From an optimization exercise on the open Yosys and OpenROAD flow, aimed at small area, a short achievable clock period and few clock cycles per item; shortcuts taken in it are not production practice.
Only simulation tests tie the RTL to the original design; equivalence was not proved.

== trial 53 ==
// line_segment_clipper
module line_segment_clipper (
	input logic clk,
	input logic arst_n,
	input logic in_valid,
	output logic in_stall,
	input lsc_pkg::coord_t start_x,
	input lsc_pkg::coord_t start_y,
	input lsc_pkg::coord_t end_x,
	input lsc_pkg::coord_t end_y,
	output logic out_valid,
	input logic out_stall,
	output logic visible,
	output lsc_pkg::coord_t clip_start_x,
	output lsc_pkg::coord_t clip_start_y,
	output lsc_pkg::coord_t clip_end_x,
	output lsc_pkg::coord_t clip_end_y,
	input logic cfg_write,
	input lsc_pkg::cfg_idx_t cfg_index,
	input lsc_pkg::coord_t cfg_data
);
==> flow/config.mk <==
export PLATFORM = sky130hd
export DESIGN_NAME = line_segment_clipper
export DESIGN_NICKNAME = line_segment_clipper
export VERILOG_FILES = /design/flow/design.v
export SDC_FILE = /design/flow/constraint.sdc
export NUM_CORES = 4
export LEC_CHECK = 0
export ABC_AREA = 1
export CAP_MARGIN = 20
export CORE_MARGIN = 2
export CORE_UTILIZATION = 65
export SLEW_MARGIN = 20
==> flow/constraint.sdc <==
create_clock -name core_clock -period 10.0 [get_ports {clk}]
set_input_delay 2.0000 -clock core_clock [delete_from_list [all_inputs] [get_ports {clk}]]
set_output_delay 2.0000 -clock core_clock [all_outputs]
set_load 0.01 [all_outputs]
standard.sh (not shown) runs the stock make flow with config.mk's settings and CLKGATE_MAP_FILE= SYNTH_SCRIPT=/design/flow/synth_recipe.tcl, a recipe that flattens the netlist after the stock synthesis.
==> flow/flow/run.sh <==
#!/bin/bash
set -euo pipefail
bash standard.sh SETUP_SLACK_MARGIN=5.3 finish > standard.log 2>&1
Testbench counts of trial 53, summed over its fixed seeds: cycles 34,536, segments 33,600.
Here is what was changed in the inputs of trial 49 compared with trial 53.
==> flow/flow/run.sh <==
#!/bin/bash
set -euo pipefail
bash standard.sh SETUP_SLACK_MARGIN=5.7 finish > standard.log 2>&1
--- outcome ---
- Relative to trial 53, wire length increased by 8.4% in trial 49.
- When trial 49 is set beside trial 53, its number of global-route vias before repair turns out to be about 2% larger.

* * *

line_segment_clipper again, from the RTL that the note above started with.
Design line_segment_clipper, start of the top module:
module line_segment_clipper (
	input logic clk,
	input logic arst_n,
	input logic in_valid,
	output logic in_stall,
	input lsc_pkg::coord_t start_x,
	input lsc_pkg::coord_t start_y,
	input lsc_pkg::coord_t end_x,
	input lsc_pkg::coord_t end_y,
	output logic out_valid,
	input logic out_stall,
	output logic visible,
	output lsc_pkg::coord_t clip_start_x,
	output lsc_pkg::coord_t clip_start_y,
	output lsc_pkg::coord_t clip_end_x,
	output lsc_pkg::coord_t clip_end_y,
	input logic cfg_write,
	input lsc_pkg::cfg_idx_t cfg_index,
	input lsc_pkg::coord_t cfg_data
);
	localparam logic [15:0] DIV_CUT = 16'b0010_1010_1010_1010;
	localparam int PW = 32 + 9;
	logic [15:0] win_l, win_r, win_b, win_t;
	always_ff @(posedge clk or negedge arst_n) begin
		if (!arst_n) begin
			win_l <= lsc_pkg::WIN_LEFT_RST;
			win_r <= lsc_pkg::WIN_RIGHT_RST;
			win_b <= lsc_pkg::WIN_BOTTOM_RST;
			win_t <= lsc_pkg::WIN_TOP_RST;
		end else if (cfg_write) begin
			case (cfg_index)
				lsc_pkg::REG_LEFT: win_l <= cfg_data;
				lsc_pkg::REG_RIGHT: win_r <= cfg_data;
				lsc_pkg::REG_BOTTOM: win_b <= cfg_data;
				lsc_pkg::REG_TOP: win_t <= cfg_data;
				default: ;
			endcase
		end
	end
	logic ov_q;
	logic adv;
	assign adv = !ov_q || !out_stall;
	assign in_stall = !adv;
	function automatic logic [15+16+16+5:0] axis_prep(logic [15:0] c0, logic [15:0] c1,
		logic [15:0] lo, logic [15:0] hi);
		logic signed [16:0] d, nd, e_lo, e_hi, x_hi, x_lo, en, ex;
		logic neg, zero, enpos, clamp, rej;
		logic [15:0] ad, den, en_c, ex_c;
		d = $signed({c1[15], c1}) - $signed({c0[15], c0});
		nd = $signed({c0[15], c0}) - $signed({c1[15], c1});
		e_lo = $signed({lo[15], lo}) - $signed({c0[15], c0});
		e_hi = $signed({c0[15], c0}) - $signed({hi[15], hi});
		x_hi = $signed({hi[15], hi}) - $signed({c0[15], c0});
		x_lo = $signed({c0[15], c0}) - $signed({lo[15], lo});
		neg = d[16];
		zero = (c0 == c1);
		ad = neg ? nd[15:0] : d[15:0];
		en = neg ? e_hi : e_lo;
		ex = neg ? x_lo : x_hi;
		clamp = neg ? ($signed(c1) >= $signed(lo)) : ($signed(hi) >= $signed(c1));
		if (zero) begin
			den = 16'd1;
			en_c = 16'd0;
			ex_c = 16'd1;
			enpos = 1'b0;
			clamp = 1'b1;
			rej = (!e_lo[16] && e_lo != 17'd0) || x_hi[16];
		end else begin
			den = ad;
			en_c = en[16] ? 16'd0 : en[15:0];
  ...
clock: 10.0 ns
lec_check: 0
abc_area: 1
cap_margin: 20
core_margin: 2
core_utilization: 55
slew_margin: 20
==> flow/flow/run.sh <==
#!/bin/bash
set -euo pipefail
bash standard.sh SETUP_SLACK_MARGIN=5.45 finish > standard.log 2>&1
Testbench counts at the start, summed over its fixed seeds: cycles 34,536, segments 33,600.
==> next run, changes <==
Settings changed: CORE_UTILIZATION 55 to 65.
Effect:
- The changed run finished clean
- fmax goes down by about 2%
- first-iteration DRC count went up by about 24%
- die area falls by 15%
- global-route usage is higher by 5.6 points
- design area went down by 0.41%
- clock skew falls by 7.9 ps
- worst setup slack is worse by 94 ps
- synthesized cell count stays the same
- worst hold slack improves by 14 ps
- clock-buffer cell count falls by 31

port drivers added, routing unchanged:
Ports are ideal in the flow. The routed layouts listed here were re-timed in OpenROAD.
Step 1: set_driving_cell puts a clkbuf_16 on clk and a buf_2 on each other input, an assumption about the parent block.
Step 2 also shifts input and output timing later by t, the mid clock arrival at the registers, as if the neighbouring blocks saw the same clock.
Slacks: ideal ports / drivers / drivers and shift; pairs: ideal ports / drivers.
run	t (ns)	slack for setup (ns)	worst setup path after step 2
trial 53	0.964	5.370 / 5.370 / 4.493	input to register
trial 49	0.978	5.420 / 5.420 / 4.825	input to register
the first run of note 2	0.976	5.533 / 5.529 / 4.626	input to register
the second run of note 2	0.975	5.440 / 5.440 / 4.624	input to register
After both steps setup and hold are still met in every run listed. For the first run of note 2, which loses most, drivers alone change the setup slack by -0.004 ns; drivers and shift together by -0.907 ns.
